From an optimization exercise on the open Yosys and OpenROAD flow, aimed at small area and a short achievable clock period; shortcuts taken in it are not production practice. Only simulation tests tie the RTL to the original design; equivalence was not proved. No activity file was given, so power comes from the tool's default toggle rates.

==> flow/design.v, too long to show whole: its modules and the start of the top module <==
// module fpmul_prep: 22 lines
// module fpmul_tree_0: 2656 lines
// module fpmul_tree_1: 240 lines
// module fpmul_fa: 10 lines
// module fpmul_han: 9 lines
// module fpmul_xnor2: 7 lines
// module fpmul_or2: 7 lines
// module fpmul_normalize: 13 lines
// module fpmul_round: 56 lines
// module fpmul_top: 71 lines
module fpmul_top (
	input  logic                  clk,
	input  logic                  rst,
	input  logic                  in_valid,
	input  logic [31:0]           a,
	input  logic [31:0]           b,
	output logic                  out_valid,
	output fpmul_pkg::fpmul_out_t out
);
  // ...
==> flow/run.sh <==
#!/bin/bash
# synth_recipe.tcl (not shown) runs the flow's synth.tcl, then flattens the netlist and writes it again
# the make line also repeats each setting of config.mk as NAME=value (left out here)
make -C /OpenROAD-flow-scripts/flow DESIGN_CONFIG=/design/flow/config.mk WORK_HOME=/design/flow/orfs CLKGATE_MAP_FILE= SYNTH_SCRIPT=/design/flow/synth_recipe.tcl finish
==> flow/config.mk <==
export PLATFORM = sky130hd
export DESIGN_NAME = fpmul_top
export DESIGN_NICKNAME = fpmul_top
export VERILOG_FILES = /design/flow/design.v
export SDC_FILE = /design/flow/constraint.sdc
export NUM_CORES = 4
export LEC_CHECK = 0
export CAP_MARGIN = 20
export CORE_MARGIN = 2
export CORE_UTILIZATION = 40
export SETUP_SLACK_MARGIN = 4.5
export SLEW_MARGIN = 20
export SYNTH_HIERARCHICAL = 1
export SYNTH_MINIMUM_KEEP_SIZE = 0
==> flow/constraint.sdc <==
create_clock -name core_clock -period 7.5 [get_ports {clk}]
set_input_delay 1.5000 -clock core_clock [delete_from_list [all_inputs] [get_ports {clk}]]
set_output_delay 1.5000 -clock core_clock [all_outputs]
set_load 0.01 [all_outputs]
==> impl_results.html, run 1 <==
<table>
<tr><th>Metric</th><th>Value</th></tr>
<tr><th colspan="2">Clock tree</th></tr>
<tr><td>Root cell of the clock tree</td><td>sky130_fd_sc_hd__clkbuf_16</td></tr>
<tr><td>Register clock-pin slew on the reported worst setup and hold paths</td><td>70 ps</td></tr>
<tr><td>Setup fix buffers added after clock tree synthesis</td><td>292</td></tr>
<tr><th colspan="2">Setup path</th></tr>
<tr><td>Worst Setup End Kind</td><td>flip-flop</td></tr>
<tr><td>Worst EP required</td><td>roughly 8000 ps</td></tr>
<tr><td>Max stage delay cell, worst path</td><td>sky130_fd_sc_hd__fa_1</td></tr>
<tr><td>Critical register-to-register path startpoint</td><td>r1_fb[17]$_DFF_P_</td></tr>
<tr><td>Startpoint type of the worst setup path</td><td>flip-flop</td></tr>
<tr><td>Biggest cell delay along the critical path</td><td>620 ps</td></tr>
<tr><td>Worst R2R End</td><td>r2_mid[82]$_DFF_P_</td></tr>
<tr><td>Critical path depth in cells</td><td>7</td></tr>
<tr><th colspan="2">Layout</th></tr>
<tr><td>Fraction of layout cells with a size suffix above 1</td><td>0.374</td></tr>
<tr><td>Registers with the highest flip-flop counts</td><td>r2_mid (118), r4_out (36), r3_hi (26)</td></tr>
<tr><td>Cell area after layout</td><td>34600 µm²</td></tr>
<tr><td>Clock buffer cells</td><td>38</td></tr>
<tr><td>Sequential fraction of total cell area</td><td>0.164</td></tr>
<tr><td>Share of cell area taken by multi-input logic gates</td><td>0.578</td></tr>
<tr><td>Leading cell type in the layout, fill and taps excluded</td><td>sky130_fd_sc_hd__nand2_1</td></tr>
<tr><td>Non-clock inverters</td><td>roughly 120</td></tr>
<tr><td>Signal buffers share of area</td><td>0.181</td></tr>
<tr><td>Footprint of the multi-input gates</td><td>20000 µm²</td></tr>
<tr><td>Most flops, register</td><td>r2_mid</td></tr>
<tr><th colspan="2">Global route</th></tr>
<tr><td>Met3 capacity usage during global routing</td><td>0.0995</td></tr>
<tr><td>Via count of the first global-routing pass</td><td>22108</td></tr>
<tr><td>Total congestion overflow after global routing</td><td>0</td></tr>
<tr><td>Combined global-route utilization of all metal layers</td><td>0.271</td></tr>
<tr><th colspan="2">Status</th></tr>
<tr><td>Outcome</td><td>timing/DRC/antenna clean</td></tr>
<tr><th colspan="2">Timing</th></tr>
<tr><td>Setup skew after layout</td><td>26.2 ps</td></tr>
<tr><td>Setup Viol. Count Final</td><td>0</td></tr>
<tr><td>Shortest clock period the worst path allows after layout</td><td>3350 ps</td></tr>
<tr><th colspan="2">Route</th></tr>
<tr><td>Ratio of routed vias to standard cells</td><td>5.66</td></tr>
<tr><td>Met1 Routed Length</td><td>34600 µm</td></tr>
<tr><td>Count of antenna-violating nets left after detailed routing</td><td>0</td></tr>
<tr><td>Routed wirelength normalized by instance count</td><td>approximately 26 µm</td></tr>
<tr><th colspan="2">Pwr</th></tr>
<tr><td>Leakage power figure</td><td>between 10 and 15 nW</td></tr>
<tr><td>Psw</td><td>7.58 mW</td></tr>
<tr><td>Logic gate share of total power</td><td>0.743</td></tr>
<tr><td>Highest-power group</td><td>combinational logic</td></tr>
<tr><th colspan="2">Place</th></tr>
<tr><td>Worst setup slack after placement</td><td>2930 ps</td></tr>
<tr><th colspan="2">Floorplan</th></tr>
<tr><td># rows</td><td>94</td></tr>
<tr><td>Die Y-Extent</td><td>~260 µm</td></tr>
<tr><th colspan="2">Synthesis</th></tr>
<tr><td>Arithmetic-cell share of the synthesized area counting full adders, half adders and majority gates</td><td>0.411</td></tr>
<tr><td>Share of the yosys chip area belonging to registers</td><td>0.205</td></tr>
<tr><td>Fraction of the mapped netlist area in compound gates</td><td>0.0700</td></tr>
</table>
==> run 2, diff against run 1 <==
--- a/flow/config.mk
+++ b/flow/config.mk
@@ -9,5 +9,5 @@
 export CORE_MARGIN = 2
 export CORE_UTILIZATION = 40
-export SETUP_SLACK_MARGIN = 4.5
+export SETUP_SLACK_MARGIN = 3.6
 export SLEW_MARGIN = 20
 export SYNTH_HIERARCHICAL = 1
==> run 2 against run 1 <==
Largest power group unchanged. Clock-buffer cell count up 7. Largest cell class unchanged. Cell count down 9.9%. Clock skew down 7.1 ps. Final area down 20%.
==> impl_results.html, run 2 <==
<table>
<tr><th>Metric</th><th>Value</th></tr>
<tr><th colspan="2">Status</th></tr>
<tr><td>Outcome</td><td>timing/DRC/antenna clean (unchanged)</td></tr>
<tr><th colspan="2">Pwr</th></tr>
<tr><td>Power after layout</td><td>12.6 mW (was 16.4 mW)</td></tr>
<tr><td>Sequential Power Share</td><td>0.194 (was 0.152)</td></tr>
<tr><td>Total internal power</td><td>6.62 mW (was 8.78 mW)</td></tr>
<tr><td>Peak VDD IR</td><td>0.000294 V (was 0.000483 V)</td></tr>
<tr><td>Leakage power figure</td><td>10.5 nW (was 13.5 nW)</td></tr>
<tr><td>Logic gate share of total power</td><td>0.670 (was 0.743)</td></tr>
<tr><td>Fraction of power spent switching nets</td><td>0.476 (was 0.463)</td></tr>
<tr><td>Share of power burned in the clock network</td><td>0.136 (was 0.104)</td></tr>
<tr><td>Psw</td><td>6.00 mW (was 7.58 mW)</td></tr>
<tr><td>Pwr dens</td><td>457 nW/µm² (was 473 nW/µm²)</td></tr>
<tr><th colspan="2">Synthesis</th></tr>
<tr><td>Avg Cell Area, Syn</td><td>10.3 µm² (unchanged)</td></tr>
<tr><td>Register bit total from synthesis</td><td>273 (unchanged)</td></tr>
<tr><td>Number of enable-type register cells in the synthesized netlist</td><td>0 (unchanged)</td></tr>
<tr><td>FFs w/ async S/R, synth</td><td>0 (unchanged)</td></tr>
<tr><td>Count of distinct cell types in the synthesized netlist</td><td>86 (unchanged)</td></tr>
<tr><td>Most area-consuming cells after synthesis</td><td>sky130_fd_sc_hd__fa_1 37%, sky130_fd_sc_hd__dfxtp_1 20%, sky130_fd_sc_hd__nand2_1 9.0% (unchanged)</td></tr>
<tr><td>Leading area contributor after synthesis</td><td>sky130_fd_sc_hd__fa_1 (unchanged)</td></tr>
<tr><td>Area of the mapped netlist</td><td>26700 µm² (unchanged)</td></tr>
<tr><td>Instance count of the mapped netlist</td><td>2601 (unchanged)</td></tr>
<tr><td>Most common cell in the synthesized netlist</td><td>sky130_fd_sc_hd__nand2_1 (unchanged)</td></tr>
<tr><td>Total number of yosys warnings</td><td>8 (unchanged)</td></tr>
<tr><td>Share of the yosys chip area belonging to registers</td><td>0.205 (unchanged)</td></tr>
<tr><td>Most frequent cells after synthesis</td><td>641 x sky130_fd_sc_hd__nand2_1, 491 x sky130_fd_sc_hd__fa_1, 273 x sky130_fd_sc_hd__dfxtp_1, 215 x sky130_fd_sc_hd__buf_4, 123 x sky130_fd_sc_hd__inv_1 (unchanged)</td></tr>
<tr><td>Area share of the largest cell type after synthesis</td><td>0.369 (unchanged)</td></tr>
<tr><td>Commonest register cell after synthesis</td><td>sky130_fd_sc_hd__dfxtp_1 (unchanged)</td></tr>
<tr><th colspan="2">Place</th></tr>
<tr><td>Gpl congestion</td><td>0.899 (was 0.897)</td></tr>
<tr><td>DP Wirelength</td><td>50500 µm (was 50000 µm)</td></tr>
<tr><td>Count of buffers from port buffering</td><td>103 (unchanged)</td></tr>
<tr><th colspan="2">Global route</th></tr>
<tr><td>Total congestion overflow after global routing</td><td>0 (unchanged)</td></tr>
<tr><td>Combined global-route utilization of all metal layers</td><td>0.213 (was 0.271)</td></tr>
<tr><td>Wire length of the first global-routing pass</td><td>111000 µm (was 137000 µm)</td></tr>
<tr><td>Number of antenna violations at the first check in global routing</td><td>1 (unchanged)</td></tr>
<tr><td>Maximum number of pins on one net before global-route repair</td><td>27 (was 25)</td></tr>
<tr><td>Via count of the first global-routing pass</td><td>19940 (was 22108)</td></tr>
<tr><th colspan="2">Setup path</th></tr>
<tr><td>Worst reg2reg setup slack</td><td>3790 ps (was 4150 ps)</td></tr>
<tr><td>Worst Setup End Kind</td><td>flip-flop (unchanged)</td></tr>
<tr><td>Buffers and inverters on the worst path</td><td>3 (was 1)</td></tr>
<tr><td>Top delay family on crit path</td><td>simple AND/OR/NAND/NOR gates (was adder cells)</td></tr>
<tr><td>CP Data Arrival Time</td><td>4110 ps (was 3820 ps)</td></tr>
<tr><td>Max stage delay cell, worst path</td><td>sky130_fd_sc_hd__or4b_4 (was sky130_fd_sc_hd__fa_1)</td></tr>
<tr><td>Worst EP required</td><td>7900 ps (was 7970 ps)</td></tr>
<tr><td>Biggest cell delay along the critical path</td><td>590 ps (was 620 ps)</td></tr>
<tr><td>Worst R2R End</td><td>r4_out[17]$_DFF_P_ (was r2_mid[82]$_DFF_P_)</td></tr>
<tr><td>Critical-path maximum fanout</td><td>26 (was 5)</td></tr>
<tr><td>Crit Path Category</td><td>reg -&gt; reg (unchanged)</td></tr>
<tr><td>Critical-path cell list</td><td>buf_8, mux2i_2, or4b_4, nor4_4, nand3_1, inv_1, ha_4, nand2_1, a2111oi_4, a221oi_4, o2111ai_2, buf_12, nor3_1 (was buf_8, nand2_1, fa_2, fa_1, fa_1, fa_2, fa_2)</td></tr>
<tr><td>Logic depth of the worst register-to-register path</td><td>13 (was 7)</td></tr>
<tr><td>Startpoint type of the worst setup path</td><td>flip-flop (unchanged)</td></tr>
<tr><td>Critical register-to-register path startpoint</td><td>r3_hi[25]$_DFF_P_ (was r1_fb[17]$_DFF_P_)</td></tr>
<tr><th colspan="2">Route</th></tr>
<tr><td>Ratio of routed vias to standard cells</td><td>5.39 (was 5.66)</td></tr>
<tr><td>DRT Pass-1 Iters</td><td>6 (unchanged)</td></tr>
<tr><td>Remaining routing DRC violations</td><td>0 (unchanged)</td></tr>
<tr><td>Count of antenna-violating nets left after detailed routing</td><td>0 (unchanged)</td></tr>
<tr><td>Vias after detailed routing</td><td>18055 (was 21036)</td></tr>
<tr><td>Count of routing violations after the opening detailed-route iteration</td><td>1568 (was 2051)</td></tr>
<tr><td>Routed wirelength normalized by instance count</td><td>21.2 µm (was 25.9 µm)</td></tr>
<tr><td>Routed wire length</td><td>71000 µm (was 96100 µm)</td></tr>
<tr><th colspan="2">Layout</th></tr>
<tr><td>Max FFs per register</td><td>118 (unchanged)</td></tr>
<tr><td>Fraction of layout cells with a size suffix above 1</td><td>0.0664 (was 0.374)</td></tr>
<tr><td>Most flops, register</td><td>r2_mid (unchanged)</td></tr>
<tr><td>FILL cells</td><td>6257 (was 5441)</td></tr>
<tr><td>Core utilization of the finished layout</td><td>0.420 (was 0.525)</td></tr>
<tr><td>Leading cell type in the layout, fill and taps excluded</td><td>sky130_fd_sc_hd__nand2_1 (unchanged)</td></tr>
<tr><td>Nets</td><td>3109 (was 3472)</td></tr>
<tr><td>FF+latch area</td><td>5480 µm² (was 5660 µm²)</td></tr>
<tr><td>Commonest cells after routing, fill and taps aside</td><td>641 x sky130_fd_sc_hd__nand2_1, 491 x sky130_fd_sc_hd__fa_1, 267 x sky130_fd_sc_hd__dfxtp_1 (was 556 x sky130_fd_sc_hd__nand2_1, 282 x sky130_fd_sc_hd__fa_2, 210 x sky130_fd_sc_hd__buf_4, 210 x sky130_fd_sc_hd__dfxtp_1, 209 x sky130_fd_sc_hd__fa_1)</td></tr>
<tr><td>Antenna cells</td><td>0 (was 6)</td></tr>
<tr><td>Synthesis-to-finish area growth</td><td>3.74% (was 29.8%)</td></tr>
<tr><td>Registers with the highest flip-flop counts</td><td>r2_mid (118), r4_out (36), r3_hi (26) (unchanged)</td></tr>
<tr><td>Footprint of the multi-input gates</td><td>18000 µm² (was 20000 µm²)</td></tr>
<tr><th colspan="2">Clock tree</th></tr>
<tr><td>Clock insertion delay at the later pin of the skew report</td><td>550 ps (was 610 ps)</td></tr>
<tr><td>Number of buffers created by CTS</td><td>34 (was 31)</td></tr>
<tr><td>Clock tree from TritonCTS</td><td>built (unchanged)</td></tr>
<tr><td>Number of clock sinks</td><td>273 (unchanged)</td></tr>
<tr><td>Root cell of the clock tree</td><td>sky130_fd_sc_hd__clkbuf_16 (unchanged)</td></tr>
<tr><td>Deepest level of the CTS H-tree</td><td>2 (was 1)</td></tr>
<tr><td>Register clock-pin slew on the reported worst setup and hold paths</td><td>60 ps (was 70 ps)</td></tr>
<tr><td>Buffers from clock root to sink, at most</td><td>3 (unchanged)</td></tr>
<tr><th colspan="2">Min path</th></tr>
<tr><td>Hold path cells</td><td>0 (unchanged)</td></tr>
<tr><td>Worst Hold End</td><td>r2_info[2]$_DFF_P_ (was r2_info[7]$_DFF_P_)</td></tr>
<tr><td>Worst Hold Launch</td><td>r1_info[2]$_DFF_P_ (was r1_info[7]$_DFF_P_)</td></tr>
<tr><td>Class of the tightest hold or removal check</td><td>reg -&gt; reg (unchanged)</td></tr>
<tr><th colspan="2">Timing</th></tr>
<tr><td>Endpoints failing hold</td><td>0 (unchanged)</td></tr>
<tr><td>Maximum clock frequency</td><td>0.270 GHz (was 0.299 GHz)</td></tr>
<tr><td>Ratio of final minimum period to clock period</td><td>0.494 (was 0.447)</td></tr>
<tr><td>Worst Max-Slew Pin Slew</td><td>1220 ps (was 660 ps)</td></tr>
<tr><td>Setup Viol. Count Final</td><td>0 (unchanged)</td></tr>
<tr><td>Final hold slack</td><td>320 ps (was 325 ps)</td></tr>
<tr><td>Setup skew after layout</td><td>19.0 ps (was 26.2 ps)</td></tr>
<tr><td>Sum of negative setup slack</td><td>0 ps (unchanged)</td></tr>
<tr><td>Shortest clock period the worst path allows after layout</td><td>3710 ps (was 3350 ps)</td></tr>
<tr><td>Slew Viols, Final</td><td>0 (unchanged)</td></tr>
<tr><td>RSZ-0062 raised after global routing</td><td>no (was yes)</td></tr>
<tr><td>Relative slew slack</td><td>0.178 (was 0.557)</td></tr>
<tr><th colspan="2">Floorplan</th></tr>
<tr><td>Area enclosed by the die boundary</td><td>68700 µm² (unchanged)</td></tr>
<tr><td>Die Y-Extent</td><td>262 µm (unchanged)</td></tr>
<tr><td>Die width</td><td>262 µm (unchanged)</td></tr>
<tr><td>Count of pins on the block boundary</td><td>104 (unchanged)</td></tr>
<tr><td>Starting Density</td><td>0.405 (unchanged)</td></tr>
<tr><td>Placeable Area</td><td>65900 µm² (unchanged)</td></tr>
<tr><td># rows</td><td>94 (unchanged)</td></tr>
<tr><th colspan="2">Job</th></tr>
<tr><td>Max-Cap Viols</td><td>0 (unchanged)</td></tr>
</table>
[run 2: power by group through the flow]
stage               registers [mW]  logic (mW)  clock network [mW]
floorplan                     2.38        7.76                   0
global placement              2.49        8.28                   0
detailed placement            2.49        8.39                   0
CTS                           2.46        8.45                1.77
global route                  2.51        9.46                1.82
finish                        2.45        8.46                1.72
[run 2: cell families after synthesis]
| kind of cell | after synthesis | synth area share |
|---|---|---|
| AOI/OAI and AO/OA | 248 | 0.0700 |
| xor gates and xnor gates | 103 | 0.0338 |
| adders and majority gates | 582 | 0.411 |
| buffers and inverters | 475 | 0.126 |
| DFF | 273 | 0.205 |
| muxes | 19 | 0.00746 |
| other | 2 | 0.000282 |
| and+or+nand+nor | 899 | 0.146 |
[run 2: per-stage QoR]
stage	std cells	cell area, µm²	setup slack (ps)
global route	3349	27700	3600
detailed placement	3283	26300	2790
finish	3349	27700	3790
global placement	3282	26300	2860
floorplan	2621	26700	4240
CTS	3345	27600	3600
[run 2: how the worst max path moves through the flow]
stage                       from                  to  slack [ps]  depth (start not counted)
4_1_cts        r3_hi[25]$_DFF_P_   r4_out[8]$_DFF_P_        3600                         13
5_1_grt        r3_hi[25]$_DFF_P_   r4_out[8]$_DFF_P_        3600                         11
3_3_place_gp                b[1]  r1_info[1]$_DFF_P_        2860                          5
3_5_place_dp   r3_hi[25]$_DFF_P_   r4_out[8]$_DFF_P_        2790                         13
6_report       r3_hi[25]$_DFF_P_  r4_out[17]$_DFF_P_        3790                         13
2_1_floorplan  r3_hi[25]$_DFF_P_  r4_out[24]$_DFF_P_        4240                         13
[run 2: per-module statistics from Yosys, one instance, submodules excluded, a selection]
module	cells inside	flip-flops and latches
fpmul_round	328	0
fpmul_tree_0	790	0
fpmul_xnor2	1	0
fpmul_tree_1	97	0
fpmul_normalize	499	0
fpmul_or2	1	0
[run 2: repair_timing]
action	4_1_cts	5_1_grt
hold buffers	0	0
setup buffers	1	4
gates cloned	0	0
gates resized for setup	14	5
setup endpoints to repair	39	24
[run 2: cell type report]
class                   instances  share of cell area
clock buffers                  45              0.0364
clock inverters                16             0.00688
inverters                     123              0.0167
multi-input cells            1873               0.651
flip-flops and latches        273               0.198
well taps                     864              0.0391
repair buffers                155              0.0523
[run 2: metal layers]
layer  share of wire  up-vias  track usage
li1                -     7761            -
met4           0.048        2       0.0907
met3           0.097      286       0.0511
met2            0.45      959        0.342
met1            0.40     9047        0.274
met5         0.00017        -            0
==> run 3, diff against run 2 <==
--- a/flow/config.mk
+++ b/flow/config.mk
@@ -9,5 +9,5 @@
 export CORE_MARGIN = 2
 export CORE_UTILIZATION = 40
-export SETUP_SLACK_MARGIN = 3.6
+export SETUP_SLACK_MARGIN = 3.0
 export SLEW_MARGIN = 20
 export SYNTH_HIERARCHICAL = 1
==> run 3 against run 2 <==
Final area down 0.38%. Largest power group unchanged. Core utilization down 0.16 points. Highest routed layer unchanged. Fmax down 11%. Cell count down 0.15%. Clock power about the same. Sequential share of layout area up 0.072 points. Non-clock buffer count down 5. Power down 0.22%. Critical endpoint is now r4_out[8]$_DFF_P_.
==> impl_results.html, run 3 <==
<table>
<tr><th>Metric</th><th>Value</th></tr>
<tr><th colspan="2">Timing</th></tr>
<tr><td>Shortest clock period the worst path allows after layout</td><td>4170 ps (was 3710 ps)</td></tr>
<tr><td>Maximum clock frequency</td><td>0.240 GHz (was 0.270 GHz)</td></tr>
<tr><td>Setup skew after layout</td><td>19.8 ps (was 19.0 ps)</td></tr>
<tr><td>Sum of negative setup slack</td><td>0 ps (unchanged)</td></tr>
<tr><td>RSZ-0062 raised after global routing</td><td>no (unchanged)</td></tr>
<tr><td>Setup Viol. Count Final</td><td>0 (unchanged)</td></tr>
<tr><td>Worst Max-Slew Pin Slew</td><td>1230 ps (was 1220 ps)</td></tr>
<tr><td>Slew Viols, Final</td><td>0 (unchanged)</td></tr>
<tr><td>Relative slew slack</td><td>0.175 (was 0.178)</td></tr>
<tr><td>Ratio of final minimum period to clock period</td><td>0.555 (was 0.494)</td></tr>
<tr><td>Endpoints failing hold</td><td>0 (unchanged)</td></tr>
<tr><th colspan="2">Floorplan</th></tr>
<tr><td>Die width</td><td>262 µm (unchanged)</td></tr>
<tr><td>Die Y-Extent</td><td>262 µm (unchanged)</td></tr>
<tr><td>Placeable Area</td><td>65900 µm² (unchanged)</td></tr>
<tr><td># rows</td><td>94 (unchanged)</td></tr>
<tr><td>Starting Density</td><td>0.405 (unchanged)</td></tr>
<tr><td>Area enclosed by the die boundary</td><td>68700 µm² (unchanged)</td></tr>
<tr><td>Count of pins on the block boundary</td><td>104 (unchanged)</td></tr>
<tr><th colspan="2">Layout</th></tr>
<tr><td>Max FFs per register</td><td>118 (unchanged)</td></tr>
<tr><td>Registers with the highest flip-flop counts</td><td>r2_mid (118), r4_out (36), r3_hi (26) (unchanged)</td></tr>
<tr><td>Commonest cells after routing, fill and taps aside</td><td>641 x sky130_fd_sc_hd__nand2_1, 491 x sky130_fd_sc_hd__fa_1, 268 x sky130_fd_sc_hd__dfxtp_1 (was 641 x sky130_fd_sc_hd__nand2_1, 491 x sky130_fd_sc_hd__fa_1, 267 x sky130_fd_sc_hd__dfxtp_1)</td></tr>
<tr><td>Antenna cells</td><td>0 (unchanged)</td></tr>
<tr><td>Post-Layout Cell Count</td><td>3344 (was 3349)</td></tr>
<tr><td>Leading cell type in the layout, fill and taps excluded</td><td>sky130_fd_sc_hd__nand2_1 (unchanged)</td></tr>
<tr><td>Synthesis-to-finish area growth</td><td>3.34% (was 3.74%)</td></tr>
<tr><td>Fraction of layout cells with a size suffix above 1</td><td>0.0637 (was 0.0664)</td></tr>
<tr><td>Core utilization of the finished layout</td><td>0.418 (was 0.420)</td></tr>
<tr><td>Nets</td><td>3104 (was 3109)</td></tr>
<tr><td>Most flops, register</td><td>r2_mid (unchanged)</td></tr>
<tr><th colspan="2">Route</th></tr>
<tr><td>Vias after detailed routing</td><td>18036 (was 18055)</td></tr>
<tr><td>Routed wire length</td><td>71100 µm (was 71000 µm)</td></tr>
<tr><td>DRT Pass-1 Iters</td><td>5 (was 6)</td></tr>
<tr><td>Ratio of routed vias to standard cells</td><td>5.39 (about the same)</td></tr>
<tr><td>Count of antenna-violating nets left after detailed routing</td><td>0 (unchanged)</td></tr>
<tr><td>Count of routing violations after the opening detailed-route iteration</td><td>1659 (was 1568)</td></tr>
<tr><td>Remaining routing DRC violations</td><td>0 (unchanged)</td></tr>
<tr><td>Routed wirelength normalized by instance count</td><td>21.3 µm (was 21.2 µm)</td></tr>
<tr><th colspan="2">Synthesis</th></tr>
<tr><td>Avg Cell Area, Syn</td><td>10.3 µm² (unchanged)</td></tr>
<tr><td>Leading area contributor after synthesis</td><td>sky130_fd_sc_hd__fa_1 (unchanged)</td></tr>
<tr><td>Most common cell in the synthesized netlist</td><td>sky130_fd_sc_hd__nand2_1 (unchanged)</td></tr>
<tr><td>FFs w/ async S/R, synth</td><td>0 (unchanged)</td></tr>
<tr><td>Area of the mapped netlist</td><td>26700 µm² (unchanged)</td></tr>
<tr><td>Count of distinct cell types in the synthesized netlist</td><td>86 (unchanged)</td></tr>
<tr><td>Most area-consuming cells after synthesis</td><td>sky130_fd_sc_hd__fa_1 37%, sky130_fd_sc_hd__dfxtp_1 20%, sky130_fd_sc_hd__nand2_1 9.0% (unchanged)</td></tr>
<tr><td>Share of the yosys chip area belonging to registers</td><td>0.205 (unchanged)</td></tr>
<tr><td>Total number of yosys warnings</td><td>8 (unchanged)</td></tr>
<tr><td>Most frequent cells after synthesis</td><td>641 x sky130_fd_sc_hd__nand2_1, 491 x sky130_fd_sc_hd__fa_1, 273 x sky130_fd_sc_hd__dfxtp_1, 215 x sky130_fd_sc_hd__buf_4, 123 x sky130_fd_sc_hd__inv_1 (unchanged)</td></tr>
<tr><td>Commonest register cell after synthesis</td><td>sky130_fd_sc_hd__dfxtp_1 (unchanged)</td></tr>
<tr><td>Register bit total from synthesis</td><td>273 (unchanged)</td></tr>
<tr><td>Area share of the largest cell type after synthesis</td><td>0.369 (unchanged)</td></tr>
<tr><td>Instance count of the mapped netlist</td><td>2601 (unchanged)</td></tr>
<tr><td>Number of enable-type register cells in the synthesized netlist</td><td>0 (unchanged)</td></tr>
<tr><th colspan="2">Min path</th></tr>
<tr><td>Worst Hold Launch</td><td>r1_info[2]$_DFF_P_ (unchanged)</td></tr>
<tr><td>Worst Hold End</td><td>r2_info[2]$_DFF_P_ (unchanged)</td></tr>
<tr><td>Hold path cells</td><td>0 (unchanged)</td></tr>
<tr><td>Class of the tightest hold or removal check</td><td>reg -&gt; reg (unchanged)</td></tr>
<tr><th colspan="2">Pwr</th></tr>
<tr><td>Power after layout</td><td>12.6 mW (about the same)</td></tr>
<tr><td>Leakage power figure</td><td>10.5 nW (about the same)</td></tr>
<tr><td>Pwr dens</td><td>457 nW/µm² (about the same)</td></tr>
<tr><td>Peak VDD IR</td><td>0.000294 V (about the same)</td></tr>
<tr><th colspan="2">Job</th></tr>
<tr><td>Max-Cap Viols</td><td>0 (unchanged)</td></tr>
<tr><th colspan="2">Place</th></tr>
<tr><td>Gpl congestion</td><td>0.899 (unchanged)</td></tr>
<tr><td>Count of buffers from port buffering</td><td>103 (unchanged)</td></tr>
<tr><td>DP Wirelength</td><td>50500 µm (unchanged)</td></tr>
<tr><td>Cell count after placement</td><td>3283 (unchanged)</td></tr>
<tr><th colspan="2">Clock tree</th></tr>
<tr><td>Setup fix buffers added after clock tree synthesis</td><td>0 (was 1)</td></tr>
<tr><td>Clock tree from TritonCTS</td><td>built (unchanged)</td></tr>
<tr><td>Clock insertion delay at the later pin of the skew report</td><td>550 ps (about the same)</td></tr>
<tr><td>Number of buffers created by CTS</td><td>34 (unchanged)</td></tr>
<tr><td>Deepest level of the CTS H-tree</td><td>2 (unchanged)</td></tr>
<tr><td>Root cell of the clock tree</td><td>sky130_fd_sc_hd__clkbuf_16 (unchanged)</td></tr>
<tr><td>Register clock-pin slew on the reported worst setup and hold paths</td><td>60 ps (about the same)</td></tr>
<tr><td>Buffers from clock root to sink, at most</td><td>3 (unchanged)</td></tr>
<tr><td>Number of clock sinks</td><td>273 (unchanged)</td></tr>
<tr><th colspan="2">Setup path</th></tr>
<tr><td>Critical-path maximum fanout</td><td>26 (unchanged)</td></tr>
<tr><td>Critical-path cell list</td><td>buf_6, mux2i_2, or4b_4, nor4_4, nand3_1, inv_1, ha_2, nand2_1, a2111oi_1, a221oi_2, o2111ai_2, buf_6, a2111oi_0 (was buf_8, mux2i_2, or4b_4, nor4_4, nand3_1, inv_1, ha_4, nand2_1, a2111oi_4, a221oi_4, o2111ai_2, buf_12, nor3_1)</td></tr>
<tr><td>Startpoint type of the worst setup path</td><td>flip-flop (unchanged)</td></tr>
<tr><td>Logic depth of the worst register-to-register path</td><td>13 (unchanged)</td></tr>
<tr><td>Worst reg2reg setup slack</td><td>3330 ps (was 3790 ps)</td></tr>
<tr><td>Top delay family on crit path</td><td>simple AND/OR/NAND/NOR gates (unchanged)</td></tr>
<tr><td>Buffers and inverters on the worst path</td><td>3 (unchanged)</td></tr>
<tr><td>Crit Path Category</td><td>reg -&gt; reg (unchanged)</td></tr>
<tr><td>CP Data Arrival Time</td><td>4560 ps (was 4110 ps)</td></tr>
<tr><td>Library cell appearing most often on the critical path</td><td>sky130_fd_sc_hd__buf_6</td></tr>
<tr><td>Worst EP required</td><td>7900 ps (about the same)</td></tr>
<tr><td>Worst R2R End</td><td>r4_out[8]$_DFF_P_ (was r4_out[17]$_DFF_P_)</td></tr>
<tr><td>Max stage delay cell, worst path</td><td>sky130_fd_sc_hd__or4b_4 (unchanged)</td></tr>
<tr><td>Worst Setup End Kind</td><td>flip-flop (unchanged)</td></tr>
<tr><td>Critical register-to-register path startpoint</td><td>r3_hi[25]$_DFF_P_ (unchanged)</td></tr>
<tr><td>Biggest cell delay along the critical path</td><td>590 ps (about the same)</td></tr>
<tr><th colspan="2">Global route</th></tr>
<tr><td>Maximum number of pins on one net before global-route repair</td><td>27 (unchanged)</td></tr>
<tr><td>Number of antenna violations at the first check in global routing</td><td>1 (unchanged)</td></tr>
<tr><td>Combined global-route utilization of all metal layers</td><td>0.212 (was 0.213)</td></tr>
<tr><td>Total congestion overflow after global routing</td><td>0 (unchanged)</td></tr>
<tr><td>Wire length of the first global-routing pass</td><td>111000 µm (about the same)</td></tr>
<tr><td>Via count of the first global-routing pass</td><td>19917 (was 19940)</td></tr>
<tr><th colspan="2">Status</th></tr>
<tr><td>Outcome</td><td>timing/DRC/antenna clean (unchanged)</td></tr>
</table>
[run 3: cell types whose count changed in the layout (fill, tap and decap cells not counted)]
cell                        change
sky130_fd_sc_hd__buf_4          -4
sky130_fd_sc_hd__a2111oi_0      +1
sky130_fd_sc_hd__a2111oi_4      -1
sky130_fd_sc_hd__a221oi_2       +1
sky130_fd_sc_hd__a221oi_4       -1
sky130_fd_sc_hd__a41oi_2        +1
sky130_fd_sc_hd__a41oi_4        -1
sky130_fd_sc_hd__buf_12         -1
sky130_fd_sc_hd__buf_6          +1
sky130_fd_sc_hd__buf_8          -1
sky130_fd_sc_hd__dfxtp_1        +1
sky130_fd_sc_hd__dfxtp_2        -1
sky130_fd_sc_hd__ha_2           +1
sky130_fd_sc_hd__ha_4           -1
[run 3: worst register-to-register path, cell delays in order, from the launching register on]
cell	delay, ps
sky130_fd_sc_hd__dfxtp_4	570
sky130_fd_sc_hd__buf_6	300
sky130_fd_sc_hd__mux2i_2	150
sky130_fd_sc_hd__or4b_4	590
sky130_fd_sc_hd__nor4_4	290
sky130_fd_sc_hd__nand3_1	200
sky130_fd_sc_hd__inv_1	100
sky130_fd_sc_hd__ha_2	340
sky130_fd_sc_hd__nand2_1	90
sky130_fd_sc_hd__a2111oi_1	460
sky130_fd_sc_hd__a221oi_2	230
sky130_fd_sc_hd__o2111ai_2	260
sky130_fd_sc_hd__buf_6	300
sky130_fd_sc_hd__a2111oi_0	140
[run 3: layout make-up]
class / instances / area [µm²]
inverter: 123 / 462
clock inverter: 16 / 190
fill: 6268 / 38300
tap: 864 / 1080
clock buffer: 45 / 1010
sequential: 273 / 5470
multi-input combinational: 1873 / 17900
timing repair buffer: 150 / 1390
[run 3: repair_timing]
| item | in CTS | in global routing |
|---|---|---|
| endpoints found under the hold margin | 0 | 0 |
| resized for setup | 2 | 5 |
| pin swaps | 0 | 0 |
| hold buffers | 0 | 0 |
| endpoints found under the setup margin | 21 | 21 |
[run 3: power by group]
part           internal (mW)  switching, mW  leakage, nW  total, mW
clock network           1.06          0.665        0.573       1.72
registers               2.07          0.387         2.29       2.46
logic                   3.48           4.94         7.61       8.42
[run 3: cell families (layout without fill, tap and decap cells)]
| group | after synthesis | in the layout | synth area share |
|---|---|---|---|
| and+or+nand+nor | 899 | 899 | 0.146 |
| adders and majority gates | 582 | 582 | 0.411 |
| buffers and inverters | 475 | 334 | 0.126 |
| DFF | 273 | 273 | 0.205 |
| AOI/OAI and AO/OA | 248 | 248 | 0.0700 |
| xor gates and xnor gates | 103 | 103 | 0.0338 |
| muxes | 19 | 19 | 0.00746 |
| other | 2 | 22 | 0.000282 |
[run 3: layer usage]
metal / share of wire / GRT usage
met3: 0.098 / 0.0512
met5: 0.00017 / 0
met1: 0.40 / 0.275
met4: 0.044 / 0.0899
met2: 0.46 / 0.341
[run 3: per-module statistics from Yosys (local to each module, per instance), excerpt]
module           times used  cells  area [µm²]  flip-flops and latches
fpmul_fa                490      1        20.0                       0
fpmul_xnor2              16      1        8.76                       0
fpmul_prep                1     87         643                       0
fpmul_tree_0              1    790        4130                       0
fpmul_tree_1              1     97         724                       0
fpmul_round               1    328        2340                       0
fpmul_normalize           1    499        3280                       0
[run 3: worst max-delay path by stage]
stage,startpoint,end,slack [ps],cells after the start
finish,r3_hi[25]$_DFF_P_,r4_out[8]$_DFF_P_,3330,13
CTS,r3_hi[25]$_DFF_P_,r4_out[8]$_DFF_P_,3000,11
global route,r3_hi[25]$_DFF_P_,r4_out[8]$_DFF_P_,3080,13
detailed placement,r3_hi[25]$_DFF_P_,r4_out[8]$_DFF_P_,2790,13
global placement,b[1],r1_info[1]$_DFF_P_,2860,5
floorplan,r3_hi[25]$_DFF_P_,r4_out[24]$_DFF_P_,4240,13
[run 3: metrics by stage]
stage	setup WS (ps)	area, µm²	hold WS, ps
finish	3330	27600	322
global route	3080	27600	330
CTS	3000	27500	321
detailed placement	2790	26300	312
global placement	2860	26300	314
floorplan	4240	26700	310
==> run 4, diff against run 3 <==
--- a/flow/config.mk
+++ b/flow/config.mk
@@ -9,6 +9,7 @@
 export CORE_MARGIN = 2
 export CORE_UTILIZATION = 40
-export SETUP_SLACK_MARGIN = 3.0
+export SETUP_SLACK_MARGIN = 4.5
 export SLEW_MARGIN = 20
 export SYNTH_HIERARCHICAL = 1
 export SYNTH_MINIMUM_KEEP_SIZE = 0
+export TNS_END_PERCENT = 5
==> run 4 against run 3 <==
Register-to-register slack gained 870 ps. Clock-buffer cell count shrank 10. Critical path depth is the same. Core utilization grew 4.5 points. Fmax grew 27%. Critical path type unchanged. Critical endpoint is now r3_hi[22]$_DFF_P_. Largest cell class unchanged. Largest power group unchanged.
==> impl_results.html, run 4 <==
<table>
<tr><th>Metric</th><th>Value</th></tr>
<tr><th colspan="2">Status</th></tr>
<tr><td>Outcome</td><td>timing/DRC/antenna clean (unchanged)</td></tr>
<tr><th colspan="2">Synthesis</th></tr>
<tr><td>Area of the mapped netlist</td><td>26700 µm² (unchanged)</td></tr>
<tr><td>Most area-consuming cells after synthesis</td><td>sky130_fd_sc_hd__fa_1 37%, sky130_fd_sc_hd__dfxtp_1 20%, sky130_fd_sc_hd__nand2_1 9.0% (unchanged)</td></tr>
<tr><td>Area share of the largest cell type after synthesis</td><td>0.369 (unchanged)</td></tr>
<tr><td>Count of distinct cell types in the synthesized netlist</td><td>86 (unchanged)</td></tr>
<tr><td>Total number of yosys warnings</td><td>8 (unchanged)</td></tr>
<tr><td>Most frequent cells after synthesis</td><td>641 x sky130_fd_sc_hd__nand2_1, 491 x sky130_fd_sc_hd__fa_1, 273 x sky130_fd_sc_hd__dfxtp_1, 215 x sky130_fd_sc_hd__buf_4, 123 x sky130_fd_sc_hd__inv_1 (unchanged)</td></tr>
<tr><td>FFs w/ async S/R, synth</td><td>0 (unchanged)</td></tr>
<tr><td>Commonest register cell after synthesis</td><td>sky130_fd_sc_hd__dfxtp_1 (unchanged)</td></tr>
<tr><td>Number of enable-type register cells in the synthesized netlist</td><td>0 (unchanged)</td></tr>
<tr><td>Avg Cell Area, Syn</td><td>10.3 µm² (unchanged)</td></tr>
<tr><td>Instance count of the mapped netlist</td><td>2601 (unchanged)</td></tr>
<tr><td>Most common cell in the synthesized netlist</td><td>sky130_fd_sc_hd__nand2_1 (unchanged)</td></tr>
<tr><td>Share of the yosys chip area belonging to registers</td><td>0.205 (unchanged)</td></tr>
<tr><td>Register bit total from synthesis</td><td>273 (unchanged)</td></tr>
<tr><td>Leading area contributor after synthesis</td><td>sky130_fd_sc_hd__fa_1 (unchanged)</td></tr>
<tr><th colspan="2">Timing</th></tr>
<tr><td>Sum of negative setup slack</td><td>0 ps (unchanged)</td></tr>
<tr><td>Setup Viol. Count Final</td><td>0 (unchanged)</td></tr>
<tr><td>Relative slew slack</td><td>0.543 (was 0.175)</td></tr>
<tr><td>Maximum clock frequency</td><td>0.304 GHz (was 0.240 GHz)</td></tr>
<tr><td>Ratio of final minimum period to clock period</td><td>0.439 (was 0.555)</td></tr>
<tr><td>Setup skew after layout</td><td>29.0 ps (was 19.8 ps)</td></tr>
<tr><td>Shortest clock period the worst path allows after layout</td><td>3290 ps (was 4170 ps)</td></tr>
<tr><td>Slew Viols, Final</td><td>0 (unchanged)</td></tr>
<tr><td>RSZ-0062 raised after global routing</td><td>yes (was no)</td></tr>
<tr><td>Min setup slack post-route</td><td>4210 ps (was 3330 ps)</td></tr>
<tr><td>Worst Max-Slew Pin Slew</td><td>685 ps (was 1230 ps)</td></tr>
<tr><td>Endpoints failing hold</td><td>0 (unchanged)</td></tr>
<tr><th colspan="2">Route</th></tr>
<tr><td>Highest signal layer in the routed design</td><td>met4 (was met5)</td></tr>
<tr><td>Met1 Routed Length</td><td>31800 µm (was 28500 µm)</td></tr>
<tr><td>Count of antenna-violating nets left after detailed routing</td><td>0 (unchanged)</td></tr>
<tr><td>Ratio of routed vias to standard cells</td><td>5.56 (was 5.39)</td></tr>
<tr><td>DRT Pass-1 Iters</td><td>7 (was 5)</td></tr>
<tr><td>Remaining routing DRC violations</td><td>0 (unchanged)</td></tr>
<tr><td>Vias after detailed routing</td><td>19312 (was 18036)</td></tr>
<tr><td>Total length of routed met2 wires</td><td>36500 µm (was 32400 µm)</td></tr>
<tr><td>Routed wire length</td><td>83800 µm (was 71100 µm)</td></tr>
<tr><td>Wire length on met3</td><td>10400 µm (was 7000 µm)</td></tr>
<tr><td>Routed wirelength normalized by instance count</td><td>24.1 µm (was 21.3 µm)</td></tr>
<tr><td>Count of routing violations after the opening detailed-route iteration</td><td>1740 (was 1659)</td></tr>
<tr><th colspan="2">Global route</th></tr>
<tr><td>Via count of the first global-routing pass</td><td>20917 (was 19917)</td></tr>
<tr><td>Number of antenna violations at the first check in global routing</td><td>1 (unchanged)</td></tr>
<tr><td>Maximum number of pins on one net before global-route repair</td><td>25 (was 27)</td></tr>
<tr><td>Combined global-route utilization of all metal layers</td><td>0.247 (was 0.212)</td></tr>
<tr><td>Total congestion overflow after global routing</td><td>0 (unchanged)</td></tr>
<tr><td>Wire length of the first global-routing pass</td><td>126000 µm (was 111000 µm)</td></tr>
<tr><th colspan="2">Place</th></tr>
<tr><td>Count of buffers from port buffering</td><td>103 (unchanged)</td></tr>
<tr><td>Gpl congestion</td><td>0.898 (was 0.899)</td></tr>
<tr><td>Worst setup slack after placement</td><td>3300 ps (was 2790 ps)</td></tr>
<tr><td>DP Wirelength</td><td>50100 µm (was 50500 µm)</td></tr>
<tr><th colspan="2">Layout</th></tr>
<tr><td>Footprint of the multi-input gates</td><td>18800 µm² (was 17900 µm²)</td></tr>
<tr><td>Fraction of layout cells with a size suffix above 1</td><td>0.168 (was 0.0637)</td></tr>
<tr><td>Leading cell type in the layout, fill and taps excluded</td><td>sky130_fd_sc_hd__nand2_1 (unchanged)</td></tr>
<tr><td>Nets</td><td>3237 (was 3104)</td></tr>
<tr><td>Commonest cells after routing, fill and taps aside</td><td>634 x sky130_fd_sc_hd__nand2_1, 475 x sky130_fd_sc_hd__fa_1, 221 x sky130_fd_sc_hd__dfxtp_1 (was 641 x sky130_fd_sc_hd__nand2_1, 491 x sky130_fd_sc_hd__fa_1, 268 x sky130_fd_sc_hd__dfxtp_1)</td></tr>
<tr><td>Most flops, register</td><td>r2_mid (unchanged)</td></tr>
<tr><td>Registers with the highest flip-flop counts</td><td>r2_mid (118), r4_out (36), r3_hi (26) (unchanged)</td></tr>
<tr><td>Max FFs per register</td><td>118 (unchanged)</td></tr>
<tr><td>FF+latch area</td><td>5640 µm² (was 5470 µm²)</td></tr>
<tr><td>Synthesis-to-finish area growth</td><td>14.4% (was 3.34%)</td></tr>
<tr><td>Antenna cells</td><td>0 (unchanged)</td></tr>
<tr><td>FILL cells</td><td>5897 (was 6268)</td></tr>
<tr><th colspan="2">Floorplan</th></tr>
<tr><td>Placeable Area</td><td>65900 µm² (unchanged)</td></tr>
<tr><td>Die Y-Extent</td><td>262 µm (unchanged)</td></tr>
<tr><td>Count of pins on the block boundary</td><td>104 (unchanged)</td></tr>
<tr><td>Die width</td><td>262 µm (unchanged)</td></tr>
<tr><td># rows</td><td>94 (unchanged)</td></tr>
<tr><td>Starting Density</td><td>0.405 (unchanged)</td></tr>
<tr><td>Area enclosed by the die boundary</td><td>68700 µm² (unchanged)</td></tr>
<tr><th colspan="2">Setup path</th></tr>
<tr><td>Worst EP required</td><td>7940 ps (was 7900 ps)</td></tr>
<tr><td>Crit Path Category</td><td>reg -&gt; reg (unchanged)</td></tr>
<tr><td>Worst Setup End Kind</td><td>flip-flop (unchanged)</td></tr>
<tr><td>Library cell appearing most often on the critical path</td><td>sky130_fd_sc_hd__fa_2 (was sky130_fd_sc_hd__buf_6)</td></tr>
<tr><td>CP Data Arrival Time</td><td>3740 ps (was 4560 ps)</td></tr>
<tr><td>Startpoint type of the worst setup path</td><td>flip-flop (unchanged)</td></tr>
<tr><td>Critical-path cell list</td><td>fa_2, fa_2, inv_1, ha_4, a21o_1, o21bai_4, nor3_2, nand4b_1, buf_6, a21oi_4, nor2_2, o41ai_2, xnor2_1 (was buf_6, mux2i_2, or4b_4, nor4_4, nand3_1, inv_1, ha_2, nand2_1, a2111oi_1, a221oi_2, o2111ai_2, buf_6, a2111oi_0)</td></tr>
<tr><td>Biggest cell delay along the critical path</td><td>530 ps (was 590 ps)</td></tr>
<tr><td>Critical-path maximum fanout</td><td>3 (was 26)</td></tr>
<tr><td>Max stage delay cell, worst path</td><td>sky130_fd_sc_hd__fa_2 (was sky130_fd_sc_hd__or4b_4)</td></tr>
<tr><th colspan="2">Min path</th></tr>
<tr><td>Class of the tightest hold or removal check</td><td>reg -&gt; reg (unchanged)</td></tr>
<tr><th colspan="2">Clock tree</th></tr>
<tr><td>Register clock-pin slew on the reported worst setup and hold paths</td><td>60 ps (about the same)</td></tr>
<tr><td>Hold-fix buffers at CTS</td><td>0 (unchanged)</td></tr>
<tr><td>Number of clock sinks</td><td>273 (unchanged)</td></tr>
<tr><td>Number of buffers created by CTS</td><td>30 (was 34)</td></tr>
<tr><td>Clock tree from TritonCTS</td><td>built (unchanged)</td></tr>
<tr><td>Deepest level of the CTS H-tree</td><td>1 (was 2)</td></tr>
<tr><td>Buffers from clock root to sink, at most</td><td>3 (unchanged)</td></tr>
<tr><td>Clock insertion delay at the later pin of the skew report</td><td>590 ps (was 550 ps)</td></tr>
<tr><td>Root cell of the clock tree</td><td>sky130_fd_sc_hd__clkbuf_16 (unchanged)</td></tr>
<tr><th colspan="2">Pwr</th></tr>
<tr><td>Peak VDD IR</td><td>0.000441 V (was 0.000294 V)</td></tr>
<tr><td>Power after layout</td><td>15.4 mW (was 12.6 mW)</td></tr>
<tr><td>Leakage power figure</td><td>11.6 nW (was 10.5 nW)</td></tr>
<tr><td>Pwr dens</td><td>505 nW/µm² (was 457 nW/µm²)</td></tr>
<tr><th colspan="2">Job</th></tr>
<tr><td>Max-Cap Viols</td><td>0 (unchanged)</td></tr>
</table>
## run 4: cell counts after synthesis
No cell type changed its count.
## run 4: layout make-up
cell class,instances,area share
clock buffers,35,0.0269
clock inverters,21,0.00742
inverters,123,0.0151
multi-input cells,1873,0.615
flip-flops and latches,273,0.185
well taps,864,0.0354
repair buffers,287,0.115
## run 4: worst paths after layout
check	start	end	slack, ps	depth (start not counted)
max	r2_mid[79]$_DFF_P_	r3_hi[22]$_DFF_P_	4210	13
min	r2_info[7]$_DFF_P_	r3_info[7]$_DFF_P_	330	0
max reg2reg	r2_mid[79]$_DFF_P_	r3_hi[22]$_DFF_P_	4210	13
min reg2reg	r2_info[7]$_DFF_P_	r3_info[7]$_DFF_P_	330	0
## run 4: worst max-delay path: cells and delay by family, from the launching register on
kind,cells,cell delay (ps)
buffers and inverters,2,240
and+or+nand+nor,3,410
adders and majority gates,3,1180
xor gates and xnor gates,1,110
DFF,1,320
AOI/OAI and AO/OA,4,910
## run 4: Yosys stat by module, one instance, submodules excluded, a selection
module | copies in the design | cells inside | cell area [µm²] | flops+latches
fpmul_top | 1 | 278 | 5490 | 273
fpmul_or2 | 16 | 1 | 6.26 | 0
fpmul_xnor2 | 16 | 1 | 8.76 | 0
fpmul_fa | 490 | 1 | 20.0 | 0
fpmul_round | 1 | 328 | 2340 | 0
fpmul_tree_1 | 1 | 97 | 724 | 0
fpmul_normalize | 1 | 499 | 3280 | 0
fpmul_prep | 1 | 87 | 643 | 0
fpmul_tree_0 | 1 | 790 | 4130 | 0
## run 4: cells by family (layout without fill, tap and decap cells)
kind of cell / count (synthesis) / after routing / share of synthesized area
AND/OR/NAND/NOR: 899 / 899 / 0.146
adder cells (fa/ha/maj): 582 / 582 / 0.411
buffers and inverters: 475 / 466 / 0.126
flip-flops: 273 / 273 / 0.205
AO/OA/AOI/OAI: 248 / 248 / 0.0700
XOR/XNOR: 103 / 103 / 0.0338
multiplexers: 19 / 19 / 0.00746
other: 2 / 22 / 0.000282
## run 4: metrics by stage
step / util / area, µm² / hold slack [ps] / instances
2_1_floorplan: - / 26900 / 310 / 2621
3_3_place_gp: 0.397 / 26200 / 314 / 3247
3_5_place_dp: 0.398 / 26200 / 312 / 3248
4_1_cts: 0.452 / 29800 / 327 / 3445
5_1_grt: 0.463 / 30500 / 334 / 3476
6_report: 0.463 / 30500 / 325 / 3476
## run 4: where the power goes
part | switching (mW) | total [mW] | internal [mW] | leakage, nW
Combinational | 6.18 | 11.4 | 5.18 | 8.83
Clock | 0.636 | 1.56 | 0.920 | 0.498
Sequential | 0.416 | 2.48 | 2.07 | 2.31
Total | 7.23 | 15.4 | 8.17 | 11.6
## run 4: what timing repair did
action / CTS / global route
buffers inserted: 136 / 31
endpoints found under the setup margin: 159 / 146
cloned: 5 / 0
pin swaps: 21 / 62
gates resized for setup: 117 / 96
## run 4: metal layers
metal / GRT usage / vias to the layer above
met5: 0 / -
met4: 0.118 / 0
met3: 0.0789 / 349
met2: 0.385 / 1267
met1: 0.311 / 9661
li1: - / 8035
==> run 5, diff against run 4 <==
--- a/flow/config.mk
+++ b/flow/config.mk
@@ -9,5 +9,5 @@
 export CORE_MARGIN = 2
 export CORE_UTILIZATION = 40
-export SETUP_SLACK_MARGIN = 4.5
+export SETUP_SLACK_MARGIN = 4.0
 export SLEW_MARGIN = 20
 export SYNTH_HIERARCHICAL = 1
==> run 5 against run 4 <==
Still clean on timing, DRC and antenna. Non-clock buffer count decreased by 127. Combinational power fell by 24%. Critical path depth down 6. Die area is the same. Largest power group unchanged.
==> impl_results.html, run 5 <==
<table>
<tr><th>Metric</th><th>Value</th></tr>
<tr><th colspan="2">Status</th></tr>
<tr><td>Outcome</td><td>timing/DRC/antenna clean (unchanged)</td></tr>
<tr><th colspan="2">Layout</th></tr>
<tr><td>Fraction of layout cells with a size suffix above 1</td><td>0.0723 (was 0.168)</td></tr>
<tr><td>Most flops, register</td><td>r2_mid (unchanged)</td></tr>
<tr><td>Leading cell type in the layout, fill and taps excluded</td><td>sky130_fd_sc_hd__nand2_1 (unchanged)</td></tr>
<tr><td>Max FFs per register</td><td>118 (unchanged)</td></tr>
<tr><td>Core utilization of the finished layout</td><td>0.422 (was 0.463)</td></tr>
<tr><td>Nets</td><td>3114 (was 3237)</td></tr>
<tr><td>Synthesis-to-finish area growth</td><td>4.24% (was 14.4%)</td></tr>
<tr><td>Antenna cells</td><td>0 (unchanged)</td></tr>
<tr><td>Registers with the highest flip-flop counts</td><td>r2_mid (118), r4_out (36), r3_hi (26) (unchanged)</td></tr>
<tr><td>Commonest cells after routing, fill and taps aside</td><td>641 x sky130_fd_sc_hd__nand2_1, 491 x sky130_fd_sc_hd__fa_1, 267 x sky130_fd_sc_hd__dfxtp_1 (was 634 x sky130_fd_sc_hd__nand2_1, 475 x sky130_fd_sc_hd__fa_1, 221 x sky130_fd_sc_hd__dfxtp_1)</td></tr>
<tr><th colspan="2">Pwr</th></tr>
<tr><td>Psw</td><td>6.09 mW (was 7.23 mW)</td></tr>
<tr><td>Logic gate share of total power</td><td>0.674 (was 0.738)</td></tr>
<tr><td>Peak VDD IR</td><td>0.000329 V (was 0.000441 V)</td></tr>
<tr><td>Power after layout</td><td>12.8 mW (was 15.4 mW)</td></tr>
<tr><td>Share of power burned in the clock network</td><td>0.135 (was 0.101)</td></tr>
<tr><td>Pwr dens</td><td>460 nW/µm² (was 505 nW/µm²)</td></tr>
<tr><td>Leakage power figure</td><td>10.6 nW (was 11.6 nW)</td></tr>
<tr><td>Total internal power</td><td>6.70 mW (was 8.17 mW)</td></tr>
<tr><td>Sequential Power Share</td><td>0.191 (was 0.161)</td></tr>
<tr><td>Fraction of power spent switching nets</td><td>0.476 (was 0.469)</td></tr>
<tr><th colspan="2">Place</th></tr>
<tr><td>Worst setup slack after placement</td><td>2790 ps (was 3300 ps)</td></tr>
<tr><td>DP Wirelength</td><td>50500 µm (was 50100 µm)</td></tr>
<tr><td>Gpl congestion</td><td>0.899 (was 0.898)</td></tr>
<tr><td>Count of buffers from port buffering</td><td>103 (unchanged)</td></tr>
<tr><th colspan="2">Synthesis</th></tr>
<tr><td>Leading area contributor after synthesis</td><td>sky130_fd_sc_hd__fa_1 (unchanged)</td></tr>
<tr><td>Area of the mapped netlist</td><td>26700 µm² (unchanged)</td></tr>
<tr><td>FFs w/ async S/R, synth</td><td>0 (unchanged)</td></tr>
<tr><td>Most common cell in the synthesized netlist</td><td>sky130_fd_sc_hd__nand2_1 (unchanged)</td></tr>
<tr><td>Most area-consuming cells after synthesis</td><td>sky130_fd_sc_hd__fa_1 37%, sky130_fd_sc_hd__dfxtp_1 20%, sky130_fd_sc_hd__nand2_1 9.0% (unchanged)</td></tr>
<tr><td>Avg Cell Area, Syn</td><td>10.3 µm² (unchanged)</td></tr>
<tr><td>Commonest register cell after synthesis</td><td>sky130_fd_sc_hd__dfxtp_1 (unchanged)</td></tr>
<tr><td>Area share of the largest cell type after synthesis</td><td>0.369 (unchanged)</td></tr>
<tr><td>Share of the yosys chip area belonging to registers</td><td>0.205 (unchanged)</td></tr>
<tr><td>Most frequent cells after synthesis</td><td>641 x sky130_fd_sc_hd__nand2_1, 491 x sky130_fd_sc_hd__fa_1, 273 x sky130_fd_sc_hd__dfxtp_1, 215 x sky130_fd_sc_hd__buf_4, 123 x sky130_fd_sc_hd__inv_1 (unchanged)</td></tr>
<tr><td>Number of enable-type register cells in the synthesized netlist</td><td>0 (unchanged)</td></tr>
<tr><td>Instance count of the mapped netlist</td><td>2601 (unchanged)</td></tr>
<tr><td>Count of distinct cell types in the synthesized netlist</td><td>86 (unchanged)</td></tr>
<tr><td>Total number of yosys warnings</td><td>8 (unchanged)</td></tr>
<tr><td>Register bit total from synthesis</td><td>273 (unchanged)</td></tr>
<tr><th colspan="2">Setup path</th></tr>
<tr><td>Max stage delay cell, worst path</td><td>sky130_fd_sc_hd__fa_1 (was sky130_fd_sc_hd__fa_2)</td></tr>
<tr><td>Worst EP required</td><td>7920 ps (was 7940 ps)</td></tr>
<tr><td>Crit Path Category</td><td>reg -&gt; reg (unchanged)</td></tr>
<tr><td>CP startpoint</td><td>r1_fa[14]$_DFF_P_ (was r2_mid[79]$_DFF_P_)</td></tr>
<tr><td>Termination of the worst setup path</td><td>r2_mid[82]$_DFF_P_ (was r3_hi[22]$_DFF_P_)</td></tr>
<tr><td>Worst reg2reg setup slack</td><td>3990 ps (was 4210 ps)</td></tr>
<tr><td>Startpoint type of the worst setup path</td><td>flip-flop (unchanged)</td></tr>
<tr><td>Critical register-to-register path startpoint</td><td>r1_fa[14]$_DFF_P_ (was r2_mid[79]$_DFF_P_)</td></tr>
<tr><td>Critical-path maximum fanout</td><td>24 (was 3)</td></tr>
<tr><td>Biggest cell delay along the critical path</td><td>590 ps (was 530 ps)</td></tr>
<tr><td>Logic depth of the worst register-to-register path</td><td>7 (was 13)</td></tr>
<tr><td>Worst R2R End</td><td>r2_mid[82]$_DFF_P_ (was r3_hi[22]$_DFF_P_)</td></tr>
<tr><td>CP Data Arrival Time</td><td>3930 ps (was 3740 ps)</td></tr>
<tr><td>Worst Setup End Kind</td><td>flip-flop (unchanged)</td></tr>
<tr><td>Library cell appearing most often on the critical path</td><td>sky130_fd_sc_hd__fa_1 (was sky130_fd_sc_hd__fa_2)</td></tr>
<tr><td>Critical-path cell list</td><td>buf_4, nand2_1, fa_1, fa_1, fa_1, fa_1, fa_1 (was fa_2, fa_2, inv_1, ha_4, a21o_1, o21bai_4, nor3_2, nand4b_1, buf_6, a21oi_4, nor2_2, o41ai_2, xnor2_1)</td></tr>
<tr><th colspan="2">Timing</th></tr>
<tr><td>Sum of negative setup slack</td><td>0 ps (unchanged)</td></tr>
<tr><td>Setup Viol. Count Final</td><td>0 (unchanged)</td></tr>
<tr><td>Relative slew slack</td><td>0.181 (was 0.543)</td></tr>
<tr><td>Slew Viols, Final</td><td>0 (unchanged)</td></tr>
<tr><td>Worst Max-Slew Pin Slew</td><td>1220 ps (was 685 ps)</td></tr>
<tr><td>RSZ-0062 raised after global routing</td><td>yes (unchanged)</td></tr>
<tr><td>Endpoints failing hold</td><td>0 (unchanged)</td></tr>
<tr><td>Ratio of final minimum period to clock period</td><td>0.468 (was 0.439)</td></tr>
<tr><td>Maximum clock frequency</td><td>0.285 GHz (was 0.304 GHz)</td></tr>
<tr><td>Shortest clock period the worst path allows after layout</td><td>3510 ps (was 3290 ps)</td></tr>
<tr><td>Min setup slack post-route</td><td>3990 ps (was 4210 ps)</td></tr>
<tr><td>Setup skew after layout</td><td>20.0 ps (was 29.0 ps)</td></tr>
<tr><th colspan="2">Clock tree</th></tr>
<tr><td>Hold-fix buffers at CTS</td><td>0 (unchanged)</td></tr>
<tr><td>Clock tree from TritonCTS</td><td>built (unchanged)</td></tr>
<tr><td>Number of buffers created by CTS</td><td>34 (was 30)</td></tr>
<tr><td>Clock insertion delay at the later pin of the skew report</td><td>550 ps (was 590 ps)</td></tr>
<tr><td>Deepest level of the CTS H-tree</td><td>2 (was 1)</td></tr>
<tr><td>Root cell of the clock tree</td><td>sky130_fd_sc_hd__clkbuf_16 (unchanged)</td></tr>
<tr><td>Register clock-pin slew on the reported worst setup and hold paths</td><td>60 ps (about the same)</td></tr>
<tr><td>Buffers from clock root to sink, at most</td><td>3 (unchanged)</td></tr>
<tr><td>Number of clock sinks</td><td>273 (unchanged)</td></tr>
<tr><th colspan="2">Route</th></tr>
<tr><td>Count of routing violations after the opening detailed-route iteration</td><td>1514 (was 1740)</td></tr>
<tr><td>Routed wirelength normalized by instance count</td><td>21.3 µm (was 24.1 µm)</td></tr>
<tr><td>Count of antenna-violating nets left after detailed routing</td><td>0 (unchanged)</td></tr>
<tr><td>DRT Pass-1 Iters</td><td>5 (was 7)</td></tr>
<tr><td>Vias after detailed routing</td><td>18139 (was 19312)</td></tr>
<tr><td>Routed wire length</td><td>71500 µm (was 83800 µm)</td></tr>
<tr><td>Remaining routing DRC violations</td><td>0 (unchanged)</td></tr>
<tr><td>Ratio of routed vias to standard cells</td><td>5.41 (was 5.56)</td></tr>
<tr><th colspan="2">Min path</th></tr>
<tr><td>Worst Hold Launch</td><td>r1_info[2]$_DFF_P_ (was r2_info[7]$_DFF_P_)</td></tr>
<tr><td>Class of the tightest hold or removal check</td><td>reg -&gt; reg (unchanged)</td></tr>
<tr><th colspan="2">Floorplan</th></tr>
<tr><td>Die Y-Extent</td><td>262 µm (unchanged)</td></tr>
<tr><td># rows</td><td>94 (unchanged)</td></tr>
<tr><td>Area enclosed by the die boundary</td><td>68700 µm² (unchanged)</td></tr>
<tr><td>Starting Density</td><td>0.405 (unchanged)</td></tr>
<tr><td>Placeable Area</td><td>65900 µm² (unchanged)</td></tr>
<tr><td>Count of pins on the block boundary</td><td>104 (unchanged)</td></tr>
<tr><td>Die width</td><td>262 µm (unchanged)</td></tr>
<tr><th colspan="2">Global route</th></tr>
<tr><td>Number of antenna violations at the first check in global routing</td><td>1 (unchanged)</td></tr>
<tr><td>Total congestion overflow after global routing</td><td>0 (unchanged)</td></tr>
<tr><td>Maximum number of pins on one net before global-route repair</td><td>27 (was 25)</td></tr>
<tr><td>Wire length of the first global-routing pass</td><td>112000 µm (was 126000 µm)</td></tr>
<tr><td>Via count of the first global-routing pass</td><td>19924 (was 20917)</td></tr>
<tr><td>Combined global-route utilization of all metal layers</td><td>0.213 (was 0.247)</td></tr>
<tr><th colspan="2">Job</th></tr>
<tr><td>Max-Cap Viols</td><td>0 (unchanged)</td></tr>
</table>
-- run 5: cell type report --
class | instances | area, µm²
multi-input combinational | 1873 | 18100
timing repair buffer | 160 | 1510
fill | 6245 | 38100
tap | 864 | 1080
inverter | 123 | 462
clock buffer | 45 | 1010
sequential | 273 | 5490
clock inverter | 16 | 190
-- run 5: timing repair --
action	in CTS	in global routing
pin swaps	1	4
endpoints found under the setup margin	90	74
resized for setup	22	15
setup buffers	3	6
gates cloned	1	0
-- run 5: routing by layer --
layer | GRT usage | up-vias | wire length (µm)
met1 | 0.275 | 9112 | 28400
met5 | 0 | - | 12
li1 | - | 7773 | -
met2 | 0.344 | 983 | 32700
met4 | 0.0904 | 2 | 3290
met3 | 0.0510 | 269 | 7070
-- run 5: Yosys stat by module (local to each module, per instance), a selection --
module           copies in the design  flops+latches  cells
fpmul_tree_1                        1              0     97
fpmul_round                         1              0    328
fpmul_prep                          1              0     87
fpmul_normalize                     1              0    499
fpmul_tree_0                        1              0    790
fpmul_xnor2                        16              0      1
fpmul_fa                          490              0      1
fpmul_or2                          16              0      1
fpmul_top                           1            273    278
-- run 5: per-stage QoR --
stage	hold WS, ps	std cells	cell area (µm²)
after floorplan	310	2621	26700
after global placement	314	3282	26300
after detailed placement	312	3283	26300
after CTS	321	3348	27700
after global routing	330	3354	27800
final	321	3354	27800
-- run 5: how the worst min path moves through the flow --
| stage | to | slack (ps) | cells after the start |
|---|---|---|---|
| after detailed placement | r3_info[4]$_DFF_P_ | 310 | 0 |
| final | r2_info[2]$_DFF_P_ | 320 | 0 |
| after floorplan | r2_info[0]$_DFF_P_ | 310 | 0 |
| after CTS | r2_info[2]$_DFF_P_ | 320 | 0 |
| after global routing | r2_info[0]$_DFF_P_ | 330 | 0 |
| after global placement | r3_info[4]$_DFF_P_ | 310 | 0 |
-- run 5: cell families after synthesis --
| logic type | Yosys count | share of synthesized area |
|---|---|---|
| other | 2 | 0.000282 |
| and+or+nand+nor | 899 | 0.146 |
| adders and majority gates | 582 | 0.411 |
| AOI/OAI and AO/OA | 248 | 0.0700 |
| buffers and inverters | 475 | 0.126 |
| xor gates and xnor gates | 103 | 0.0338 |
| DFF | 273 | 0.205 |
| muxes | 19 | 0.00746 |
-- run 5: power by group through the flow --
stage	clock network [mW]	logic (mW)	registers [mW]
detailed placement	0	8.39	2.49
CTS	1.77	8.50	2.45
finish	1.72	8.62	2.44
global placement	0	8.28	2.49
floorplan	0	7.76	2.38
global route	1.82	9.62	2.51
-- run 5: critical path: cells and delay by family (launching register included) --
kind | cells | cell delay [ps]
buffers and inverters | 1 | 420
flip-flops | 1 | 300
AND/OR/NAND/NOR | 1 | 170
adder cells (fa/ha/maj) | 5 | 2490

static timing again, ports no longer ideal:
Ports are ideal in the flow. The routed layouts listed here were re-timed in OpenROAD. Step 1 sets driving cells, clkbuf_16 on the clock port and buf_2 on the other inputs (assumed; they add their load-dependent delay and slew). Step 2 times the ports against the registers' clock, not the clock port: input delays grow and output delays shrink by t, the midpoint of the rising clock arrivals with the driver on. a / b / c = no drivers / after step 1 / after step 2; a / b = the first two.
run	shift t [ns]	setup WS [ns]	worst hold slack (ns)	worst slew at a driven data input, ns	cell pins on the clock port's net
run 1	0.659	4.151 / 4.151 / 3.786	0.325 / 0.325 / 0.325	0.09	1
run 2	0.595	3.793 / 3.793 / 3.758	0.320 / 0.320 / 0.320	0.11	1
run 3	0.597	3.334 / 3.334 / 3.334	0.322 / 0.322 / 0.322	0.10	1
run 4	0.633	4.207 / 4.207 / 3.791	0.325 / 0.325 / 0.325	0.07	1
run 5	0.597	3.990 / 3.990 / 3.739	0.321 / 0.321 / 0.321	0.11	1
After both steps every run listed still meets setup and hold. The setup slack of run 4, which loses most, moves by 0.000 ns with the drivers and by -0.416 ns with both steps.
